Source: an optimization exercise on an open RTL-to-GDS flow (aim: small area, a short achievable clock period and few clock cycles per item). Production flows keep margins and buffers that such runs may drop. The RTL was checked by simulation tests, not by an equivalence proof against the original design. Power is estimated from default activity; no workload was simulated.

--- flow/run.sh ---
#!/bin/bash
# synth_recipe.tcl (not shown) runs the flow's synth.tcl, then flattens the netlist and writes it again
# the make line also repeats each setting of config.mk as NAME=value (left out here)
make -C /OpenROAD-flow-scripts/flow DESIGN_CONFIG=/design/flow/config.mk WORK_HOME=/design/flow/orfs CLKGATE_MAP_FILE= SYNTH_SCRIPT=/design/flow/synth_recipe.tcl finish
--- flow/constraint.sdc ---
create_clock -name core_clock -period 5.0 [get_ports {clk}]
set_input_delay 1.0000 -clock core_clock [delete_from_list [all_inputs] [get_ports {clk}]]
set_output_delay 1.0000 -clock core_clock [all_outputs]
set_load 0.01 [all_outputs]
--- flow/design.v ---
module set_intersection_dedup (
  input  logic        clk,
  input  logic        rst,
  input  logic        start,
  output logic        busy,
  input  logic [1:0]  opcode,
  input  logic signed [31:0] value,
  output logic        strobe,
  output logic signed [31:0] common_value,
  output logic        last,
  output logic        none_found,
  output logic        overflow
);
  localparam int N = 32;
  localparam int W = 32;
  logic         v1;
  logic [1:0]   op1;
  logic [W-1:0] val1;
  logic         v2;
  logic [1:0]   op2;
  logic [W-1:0] val2;
  logic [N-1:0] fm2, sm2;    
  logic         eq2;         
  logic         y_newf;      
  logic         y_news;      
  logic         y_comp;      
  logic [W-1:0] fmem [N];
  logic [W-1:0] smem [N];
  logic [N-1:0] fvalid;      
  logic [N-1:0] svalid;      
  logic [N-1:0] fhit;
  logic [5:0]   fcount;      
  logic [5:0]   hitcnt;      
  logic         dropped;
  logic [N-1:0] pending;
  logic [5:0]   rem;
  logic         e_none;
  logic         e_ovf;
  logic take;
  assign take = start && !busy;
  logic [N-1:0] fm1, sm1;
  always_comb begin
    for (int i = 0; i < N; i++) begin
      fm1[i] = fvalid[i] && (fmem[i] == val1);
      sm1[i] = svalid[i] && (smem[i] == val1);
    end
  end
  logic is_first, is_second, is_comp;
  logic ffull, sfull;
  assign is_first  = v2 && (op2 == 2'd0);
  assign is_second = v2 && (op2 == 2'd1);
  assign is_comp   = v2 && (op2 == 2'd2);
  assign ffull     = fcount[5];
  assign sfull     = svalid[N-1];
  logic [N-1:0] ftop;        
  assign ftop = fvalid & ~{1'b0, fvalid[N-1:1]};
  logic [N-1:0] fmx;
  logic         dup, in_s, new_hit;
  assign fmx     = y_comp ? '0 : (fm2 | (ftop & {N{eq2 && y_newf}}));
  assign dup     = |fmx;
  assign in_s    = !y_comp && ((|sm2) || (eq2 && y_news));
  assign new_hit = |(fmx & ~fhit);
  logic add_f, add_s;
  assign add_f = is_first && !ffull && !dup;
  assign add_s = is_second && !sfull;
  logic [N-1:0] fslot, sslot;
  assign fslot = fvalid ^ {fvalid[N-2:0], 1'b1};
  assign sslot = svalid ^ {svalid[N-2:0], 1'b1};
  always_ff @(posedge clk) begin
    for (int i = 0; i < N; i++) begin
      if (is_first && fslot[i])  fmem[i] <= val2;
      if (is_second && sslot[i]) smem[i] <= val2;
    end
  end
  always_ff @(posedge clk) begin
    for (int i = 0; i < N; i++) begin
      if (is_first && fslot[i])
        fhit[i] <= in_s;
      else if (add_s && fmx[i])
        fhit[i] <= 1'b1;
    end
  end
  logic [N-1:0] below;       
  always_comb begin
    below[0] = 1'b0;
    for (int i = 1; i < N; i++) below[i] = below[i-1] | pending[i-1];
  end
  logic [N-1:0] sel;
  assign sel = pending & ~below;
  logic [W-1:0] sel_val;
  always_comb begin
    sel_val = '0;
    for (int i = 0; i < N; i++)
      sel_val = sel_val | (fmem[i] & {W{sel[i]}});
  end
  logic [5:0] rem_nxt;
  always_comb begin
    if (is_comp)
      rem_nxt = (hitcnt == 6'd0) ? 6'd1 : hitcnt;
    else if (rem != 6'd0)
      rem_nxt = rem - 6'd1;
    else
      rem_nxt = 6'd0;
  end
  logic adv1, c1_stay, c2_nxt, c1_nxt;
  assign adv1    = (op1 != 2'd2) || (rem_nxt[5:1] == 5'd0);
  assign c1_stay = v1 && (op1 == 2'd2) && !adv1;
  assign c2_nxt  = v1 && (op1 == 2'd2) && adv1;
  assign c1_nxt  = take ? (opcode == 2'd2) : c1_stay;
  always_ff @(posedge clk) begin
    val1 <= value;
    if (take) op1 <= opcode;
    val2 <= val1;
    op2  <= op1;
    fm2  <= fm1;
    sm2  <= sm1;
    eq2  <= (val1 == val2);
    if (rst) begin
      v1      <= 1'b0;
      v2      <= 1'b0;
      busy    <= 1'b0;
      y_newf  <= 1'b0;
      y_news  <= 1'b0;
      y_comp  <= 1'b0;
      fvalid  <= '0;
      svalid  <= '0;
      fcount  <= '0;
      hitcnt  <= '0;
      dropped <= 1'b0;
      pending <= '0;
      rem     <= '0;
      strobe  <= 1'b0;
    end else begin
      v1     <= take ? (opcode != 2'd3) : c1_stay;
      v2     <= v1 && adv1;
      busy   <= c1_nxt && (c2_nxt || (rem_nxt > 6'd2));
      y_newf <= add_f;
      y_news <= add_s;
      y_comp <= is_comp;
      rem    <= rem_nxt;
      strobe <= (rem != 6'd0);
      if (is_comp) begin
        fvalid  <= '0;
        svalid  <= '0;
        fcount  <= '0;
        hitcnt  <= '0;
        dropped <= 1'b0;
        pending <= fvalid & fhit;
      end else begin
        pending <= pending & ~sel;
        if (is_first) begin
          if (ffull) dropped <= 1'b1;
          else       fcount  <= fcount + 6'd1;
        end
        if (is_second && sfull) dropped <= 1'b1;
        if (add_f) fvalid <= {fvalid[N-2:0], 1'b1};
        if (add_s) svalid <= {svalid[N-2:0], 1'b1};
        if ((add_f && in_s) || (add_s && new_hit)) hitcnt <= hitcnt + 6'd1;
      end
    end
  end
  always_ff @(posedge clk) begin
    if (is_comp) begin
      e_none <= (hitcnt == 6'd0);
      e_ovf  <= dropped;
    end
    common_value <= e_none ? '0 : sel_val;
    last         <= (rem == 6'd1);
    none_found   <= e_none;
    overflow     <= e_ovf;
  end
endmodule
--- flow/config.mk ---
export PLATFORM = sky130hd
export DESIGN_NAME = set_intersection_dedup
export DESIGN_NICKNAME = set_intersection_dedup
export VERILOG_FILES = /design/flow/design.v
export SDC_FILE = /design/flow/constraint.sdc
export NUM_CORES = 4
export LEC_CHECK = 0
export CAP_MARGIN = 20
export CORE_MARGIN = 2
export CORE_UTILIZATION = 40
export SETUP_SLACK_MARGIN = 2.6
export SLEW_MARGIN = 20
==> metrics.cfg, run 1 <==
[outcome]
status=no timing/DRC/antenna violations

[critical_path]
cp.required_ps=5770
r2r_slack_ps=2030
crit_type=flop to flop
rr_endpoint=hitcnt[1]$_SDFFE_PP0P_
worstSetupEndpointType=flop
max_stage_delay_ps=460
cp_slowest_cell=nand4_1
arrival_ps=3740
rr_worst_depth=9
r2r_start=sm2[1]$_DFF_P_
critPathTopFamily=simple AND/OR/NAND/NOR gates
startpoint_type=flop
worstPathMaxFanout=7
cp_num_buf_inv=2
crit_start=sm2[1]$_DFF_P_
setup.worst_path.end=hitcnt[1]$_SDFFE_PP0P_
cp.depth=9
crit_path_cell_trace=nor4_4 > buf_4 > nand4_1 > a211oi_2 > a41oi_4 > nor3b_4 > buf_12 > or3_4 > a21oi_2

[placed_design]
io_buffer_count=73
dp_slack_ps=1370
dp.final_hpwl_um=283000
gp_congestion=1.02

[clocking]
clock_latency_ps=900
clock_sinks=2372
numCtsBuffers=267
clk_path_buf_depth=4
h-tree-depth=5
postCtsHoldBufs=0
clk_pin_slew_ps=60
cts_tree=yes
root_buffer=clkbuf_16

[routing]
wirelength_um=473000
routedWlPerCell_um=40.6
firstDrtPassIters=6
drtIter0Drc=13100
avgViaCountPerCell=6.36
detail-route-antenna-nets=0
vias=74200
drt_drc_violations_left=0

[synth]
async_flop_share_pct=0
synth.area.top_cells=edfxtp_1 (60%), xnor2_1 (15%), dfxtp_1 (5.6%)
ys_types=70
seq_area_frac_synth_pct=66.0
synth_edf_count=2084
synth_top_area_share_pct=60.4
synth_seq_cells=2372
syn_inst=7318
yosysTopAreaCell=edfxtp_1
syn-num-nets=7391
synth_top_flop_cell=edfxtp_1
synth_warnings=3
synth_area_sq_um=104000
synth.avg_cell_area_sq_um=14.1

[die]
row_count=186
die_h_um=513
die_w_um=513
num_io_pins=74
initial_utilization_pct=40.3
coreArea_sq_um=257000
die-area_sq_um=263000

[sta]
final_hold_viol_count=0
post-route-period-util_pct=59.4
finalSetupViolCount=0
fin_crit_ps=2970
slew_headroom_pct=22.0
fin_skew_ps=72.3
rsz0062_at_grt=yes
tns_ps=0
layout_setup_ws_ps=2030
fmax_ghz=0.337
final_max_slew_viol_count=0
worst_slew_pin_slew_ps=1170

[min_path]
hold_class=flop to flop

[power_and_ir_drop]
power_leakage_uw=0.0402
vdd_drop_max_v=0.000307
powerDensity_nw_per_um2=348
p_total_uw=44700

[global_route]
grt_first_pass_wirelength_um=625000
grt_pass1_vias=69700
groute.usage.overall_pct=35.0
overflow=0
antenna_found_initial=50
grt_max_degree=78

[cells_and_area]
drive_gt1_share_pct=22.0
fin_nets=8133
synthToLayoutAreaGrowth_pct=24.2
n_fill_cell=21700

[run]
maxCapViolCount=0

## layout make-up
class                           count  area [sq um]  area share (%)
Timing Repair Buffer              893         10200            7.94
Inverter                           49           188           0.146
Multi-Input combinational cell   4477         36700            28.5
Antenna cell                       14          35.0          0.0273
Clock inverter                    108          1020           0.793
Clock buffer                      368          7420            5.77
Sequential cell                  2372         68800            53.5
Tap cell                         3384          4230            3.29
## cell usage in the layout (no fill, tap or decap), drive strengths merged, types with 194 or more instances in the layout
cell type  Yosys  final
xnor2       1777   1777
a22oi        221    221
clkbuf       288    371
nor2         231    249
edfxtp      2084   2084
buf          151    839
nor4         233    233
nand4        451    451
nand2        194    194
dfxtp        288    288
xor2         332    332
## sequential cells by signal, indices dropped and copies added, names as in the netlist, 32 cells and up
name,cells
val1,32
svalid,32
smem,1024
sm2,32
fhit,32
val2,32
fm2,32
fvalid,32
pending,32
common_value,32
fmem,1024
## cell families (layout without fill, tap and decap cells)
kind of cell    count (synthesis)  in the layout  share of synthesized area [%]
flops                        2372           2372                           66.0
xor+xnor                     2109           2109                           17.8
simple gates                 1448           1467                           7.65
compound gates                830            830                           5.85
buf+inv                       488           1418                           1.88
fa+ha+maj                      36             36                          0.435
mux                            35             35                          0.338
other cells                     0             14                              0
## where the power goes
part / total, uW / internal, uW / switching (uW)
clock network: 19600 / 11300 / 8260
registers: 21900 / 21600 / 338
logic: 3250 / 1110 / 2140
total: 44700 / 34000 / 10700
## metrics by stage
stage / instances / instance area, sq um / hold WS [ps] / utilization [%]
floorplan: 7318 / 104000 / 323 / -
finish: 11700 / 129000 / 341 / 50.0
global route: 11700 / 129000 / 373 / 50.0
global placement: 10700 / 111000 / 337 / 43.0
detailed placement: 10700 / 111000 / 330 / 43.2
CTS: 11500 / 126000 / 342 / 49.1
## cells in the mapped netlist, drive strengths merged (7+ instances only)
cell,count
a222oi,13
ha,36
a21oi,111
xor2,332
a22o,51
a221o,49
nand3,126
or2,7
a41oi,32
nor3b,7
a2111oi,48
buf,151
xnor2,1777
nor2b,28
a22oi,221
nor3,58
o211ai,15
edfxtp,2084
nand2,194
or3,10
inv,49
a31oi,39
mux2i,35
and3,29
and4,12
nand2b,39
nor2,231
clkbuf,288
dfxtp,288
o21ai,103
nor4,233
nand4,451
o22ai,37
a221oi,78
## layer usage
metal | track usage [%] | vias up | wire length [um]
li1 | - | 29000 | -
met1 | 45.2 | 37800 | 170000
met2 | 53.1 | 5981 | 207000
met3 | 7.59 | 1437 | 57300
met4 | 23.2 | 12 | 39300
met5 | 0 | - | 91
## worst min path at each step
stage / to / slack (ps) / startpoint / cells after the start
after floorplan: overflow$_DFF_P_ / 320 / e_ovf$_DFFE_PP_ / 0
after global placement: overflow$_DFF_P_ / 340 / e_ovf$_DFFE_PP_ / 0
after detailed placement: overflow$_DFF_P_ / 330 / e_ovf$_DFFE_PP_ / 0
after CTS: overflow$_DFF_P_ / 340 / e_ovf$_DFFE_PP_ / 0
after global routing: overflow$_DFF_P_ / 370 / e_ovf$_DFFE_PP_ / 0
final: overflow$_DFF_P_ / 340 / e_ovf$_DFFE_PP_ / 0
## repair_timing
| item | CTS | global route |
|---|---|---|
| endpoints found under the setup margin | 850 | 697 |
| endpoints found under the hold margin | 0 | 0 |
| resized for setup | 820 | 207 |
| pin swaps | 128 | 125 |
| setup buffers | 284 | 124 |
| gates cloned | 44 | 2 |
Testbench counts, summed over its fixed seeds: cycles 9,133, runs 256.
==> run 2: changes to the inputs <==
--- a/flow/design.v
+++ b/flow/design.v
@@ -32,4 +32,5 @@
   logic [5:0]   fcount;      
   logic [5:0]   hitcnt;      
+  logic         hitinc;      
   logic         dropped;
   logic [N-1:0] pending;
@@ -81,11 +82,20 @@
     end
   end
-  logic [N-1:0] below;       
+  logic [N-1:0] sel;
+  logic [N-1:0] cand_new, cand_old;    
+  logic [N-1:0] below_new, below_old;  
+  logic [N-1:0] low_new, low_old;
+  assign cand_new = fvalid & fhit;
+  assign cand_old = pending & ~sel;
   always_comb begin
-    below[0] = 1'b0;
-    for (int i = 1; i < N; i++) below[i] = below[i-1] | pending[i-1];
+    below_new[0] = 1'b0;
+    below_old[0] = 1'b0;
+    for (int i = 1; i < N; i++) begin
+      below_new[i] = below_new[i-1] | cand_new[i-1];
+      below_old[i] = below_old[i-1] | cand_old[i-1];
+    end
   end
-  logic [N-1:0] sel;
-  assign sel = pending & ~below;
+  assign low_new = cand_new & ~below_new;
+  assign low_old = cand_old & ~below_old;
   logic [W-1:0] sel_val;
   always_comb begin
@@ -94,8 +104,9 @@
       sel_val = sel_val | (fmem[i] & {W{sel[i]}});
   end
-  logic [5:0] rem_nxt;
+  logic [5:0] rem_nxt, hits;
+  assign hits = hitcnt + {5'd0, hitinc};
   always_comb begin
     if (is_comp)
-      rem_nxt = (hitcnt == 6'd0) ? 6'd1 : hitcnt;
+      rem_nxt = (hits == 6'd0) ? 6'd1 : hits;
     else if (rem != 6'd0)
       rem_nxt = rem - 6'd1;
@@ -127,6 +138,8 @@
       fcount  <= '0;
       hitcnt  <= '0;
+      hitinc  <= 1'b0;
       dropped <= 1'b0;
       pending <= '0;
+      sel     <= '0;
       rem     <= '0;
       strobe  <= 1'b0;
@@ -145,8 +158,13 @@
         fcount  <= '0;
         hitcnt  <= '0;
+        hitinc  <= 1'b0;
         dropped <= 1'b0;
-        pending <= fvalid & fhit;
+        pending <= cand_new;
+        sel     <= low_new;
       end else begin
-        pending <= pending & ~sel;
+        pending <= cand_old;
+        sel     <= low_old;
+        hitcnt  <= hits;
+        hitinc  <= (add_f && in_s) || (add_s && new_hit);
         if (is_first) begin
           if (ffull) dropped <= 1'b1;
@@ -156,5 +174,4 @@
         if (add_f) fvalid <= {fvalid[N-2:0], 1'b1};
         if (add_s) svalid <= {svalid[N-2:0], 1'b1};
-        if ((add_f && in_s) || (add_s && new_hit)) hitcnt <= hitcnt + 6'd1;
       end
     end
@@ -162,5 +179,5 @@
   always_ff @(posedge clk) begin
     if (is_comp) begin
-      e_none <= (hitcnt == 6'd0);
+      e_none <= (hits == 6'd0);
       e_ovf  <= dropped;
     end
==> run 2 against run 1 <==
Net effect: combinational power grew 7.4%; hold slack gained 4.4 ps; sequential cell count grew 32; non-clock buffer count shrank 14; setup slack lost 89 ps; clock skew grew 2.2 ps; utilization shrank 0.057 points; power grew 2.5%; critical endpoint is now fm2[11]$_DFF_P_; largest power group unchanged.
==> metrics.cfg, run 2 <==
[cells_and_area]
reg_top3=fmem x1024, smem x1024
fin_util_pct=49.9  ; -0.057 points
final_cells=11600  ; -0.81%
layout_commonest_cell=edfxtp_1
layout_common_cells=edfxtp_1 (2084), xnor2_1 (1627), buf_4 (533)
synthToLayoutAreaGrowth_pct=24.1  ; about the same
drive_gt1_share_pct=21.9  ; -0.062 points
n_fill_cell=22000  ; +1.6%
fin_nets=8013  ; -1.5%

[critical_path]
cp.required_ps=5810  ; +40 ps
worstPathMaxFanout=2  ; -5
startpoint_type=flop
worstSetupEndpointType=flop
arrival_ps=3870  ; +130 ps
crit_type=flop to flop

[synth]
synth_seq_cells=2404  ; +1.3%
ys_types=70  ; unchanged
synth_edf_count=2084  ; unchanged
synth_top_family_by_area=XOR/XNOR gates
synth_compound_area_share_pct=5.47  ; -0.38 points
synthSimpleGateAreaFrac_pct=7.43  ; -0.22 points
synth_top_area_share_pct=60.5  ; +0.079 points
synth.avg_cell_area_sq_um=14.4  ; +2.0%
synth.area.top_cells=edfxtp_1 (61%), xnor2_1 (14%), dfxtp_1 (6.2%)
synth_xor_area_share_pct=17.9  ; +0.091 points
syn_inst=7163  ; -2.1%
yosys.area_share.adder_pct=0.436  ; +0.00057 points
post-synth-top-count-cell=edfxtp_1
syn-num-nets=7236  ; -2.1%
yosysTopAreaCell=edfxtp_1
synth_warnings=3  ; unchanged
async_flop_share_pct=0  ; unchanged
synth_mux_area_share_pct=0.300  ; -0.038 points
synth_top_flop_cell=edfxtp_1
synth_area_sq_um=103000  ; -0.13%
yosys-top-cells-count=edfxtp_1 (2084), xnor2_1 (1704), nand4_1 (531)
seq_area_frac_synth_pct=66.7  ; +0.71 points

[global_route]
overflow=0  ; unchanged
antenna_found_initial=83  ; +66%
grt_first_pass_wirelength_um=760000  ; +22%
grt_pass1_vias=70400  ; +1.1%
groute.usage.overall_pct=44.9  ; +9.9 points
grt_max_degree=55  ; -29%

[routing]
detail-route-antenna-nets=0  ; unchanged
drt_drc_violations_left=0  ; unchanged
avgViaCountPerCell=6.76  ; +6.3%
firstDrtPassIters=8  ; +2
drtIter0Drc=15400  ; +17%
wirelength_um=606000  ; +28%
vias=78200  ; +5.4%
routedWlPerCell_um=52.4  ; +29%

[die]
row_count=186  ; unchanged
die_w_um=512  ; about the same
num_io_pins=74  ; unchanged
die-area_sq_um=263000  ; -0.13%
die_h_um=512  ; about the same
initial_utilization_pct=40.2  ; about the same
coreArea_sq_um=257000  ; about the same

[sta]
final_max_slew_viol_count=0  ; unchanged
finalSetupViolCount=0  ; unchanged
rsz0062_at_grt=yes
fin_skew_ps=74.5  ; +2.25 ps
final_hold_viol_count=0  ; unchanged
fmax_ghz=0.327  ; -2.9%
slew_headroom_pct=14.7  ; -7.4 points
post-route-period-util_pct=61.1  ; +1.8 points
holdWs_ps=345  ; +4.38 ps
fin_crit_ps=3060  ; +89.3 ps
worst_slew_pin_slew_ps=1280  ; +110 ps

[placed_design]
dp.final_hpwl_um=390000  ; +38%
gp_congestion=1.14  ; +11%
io_buffer_count=73  ; unchanged
numPlacedInstances=10600  ; -1.0%

[clocking]
clock_latency_ps=990  ; +90 ps
clk_pin_slew_ps=60  ; about the same
root_buffer=clkbuf_16
clock_sinks=2404  ; +1.3%
clk_path_buf_depth=4  ; unchanged
h-tree-depth=5  ; unchanged
cts_tree=yes
numCtsBuffers=286  ; +7.1%

[outcome]
status=no timing/DRC/antenna violations

[run]
maxCapViolCount=0  ; unchanged

[power_and_ir_drop]
power_leakage_uw=0.0405  ; +0.85%
vdd_drop_max_v=0.000373  ; +22%
powerDensity_nw_per_um2=357  ; +2.7%

[min_path]
hold_class=flop to flop

[run 2: cell count changes in the layout (fill, tap and decap cells not counted), moves of 53 or more]
cell,change
a22o_1,+79
nand4_1,+80
xor2_1,+79
a22oi_1,+53
xnor2_1,-144
a221oi_1,+55
xnor2_2,+57
[run 2: area by class of cell]
type / instances / area, sq um / area share (%)
flip-flops and latches: 2404 / 69400 / 54.1
inverters: 66 / 260 / 0.203
diodes: 38 / 95.1 / 0.0741
multi-input cells: 4302 / 35900 / 28.0
clock buffers: 387 / 7830 / 6.11
clock inverters: 110 / 901 / 0.702
repair inverters: 1 / 8.76 / 0.00683
well taps: 3384 / 4230 / 3.30
repair buffers: 879 / 9670 / 7.53
[run 2: final timing paths]
path / startpoint / end / slack, ps / cells past startpoint
setup / recovery: fmem[11][17]$_DFFE_PP_ / fm2[11]$_DFF_P_ / 1940 / 6
hold reg to reg: e_ovf$_DFFE_PP_ / overflow$_DFF_P_ / 340 / 0
hold / removal: e_ovf$_DFFE_PP_ / overflow$_DFF_P_ / 340 / 0
setup reg to reg: fmem[11][17]$_DFFE_PP_ / fm2[11]$_DFF_P_ / 1940 / 6
[run 2: what timing repair did]
item | CTS | global route
setup endpoints to repair | 1050 | 268
resized for setup | 612 | 288
setup buffers | 277 | 124
pin swaps | 151 | 186
hold buffers | 0 | 0
gates cloned | 15 | 7
endpoints found under the hold margin | 0 | 0
[run 2: worst max-delay path, cell delays in order (launching register included)]
cell and delay, ps:
edfxtp_1 470, xnor2_4 310, nand4_1 320, nor4_4 510
buf_6 230, nand4_1 550, nor4_2 530
[run 2: cell families after synthesis]
| kind of cell | Yosys count |
|---|---|
| flip-flops | 2404 |
| buffers and inverters | 457 |
| adder cells (fa/ha/maj) | 36 |
| AND/OR/NAND/NOR | 1367 |
| XOR/XNOR | 2117 |
| AO/OA/AOI/OAI | 751 |
| multiplexers | 31 |
[run 2: metal layers]
layer / GRT usage, % / part of all wire [%] / vias up
met5: 0.237 / 0.072 / -
met4: 35.8 / 10 / 30
met3: 17.0 / 14 / 2079
met2: 63.9 / 41 / 7424
met1: 54.3 / 35 / 40100
li1: - / - / 28600
[run 2: power by group]
group	total, uW	leakage (uW)	internal (uW)	switching [uW]
clock network	20200	0.00427	11700	8560
registers	22100	0.0215	21800	313
logic	3490	0.0148	1150	2340
total	45800	0.0405	34600	11200
[run 2: through the flow]
step                      area, sq um  setup TNS, ps  setup WS (ps)  total power [uW]
after floorplan                104000              0           2100             23700
after global placement         111000          -1040          -1040             25300
after detailed placement       111000              0           1100             25300
after CTS                      125000              0           1960             45500
after global routing           128000              0           2110             46500
final                          128000              0           1940             45800
Testbench counts of run 2, summed over its fixed seeds: cycles 9,133, runs 256.

-- static timing again, ports no longer ideal --
Ports are ideal in the flow. The routed layouts listed here were re-timed in OpenROAD. Step 1 sets driving cells, clkbuf_16 on the clock port and buf_2 on the other inputs (assumed; they add their load-dependent delay and slew). Step 2, shift: input delay + t, output delay - t, t = (earliest + latest rising clock arrival at the registers) / 2. This alone moves slack from input paths to output paths. Three values: no drivers, after step 1, after step 2; two values: the first two.
| run | shift t [ns] | setup WS [ns] | worst register clock-pin slew, ns | worst data-port slew with drivers (ns) |
|---|---|---|---|---|
| run 1 | 0.966 | 2.032 / 2.032 / 2.032 | 0.07 / 0.07 | 0.04 |
| run 2 | 1.044 | 1.943 / 1.943 / 1.943 | 0.06 / 0.06 | 0.09 |
After both steps setup and hold are still met in every run listed.
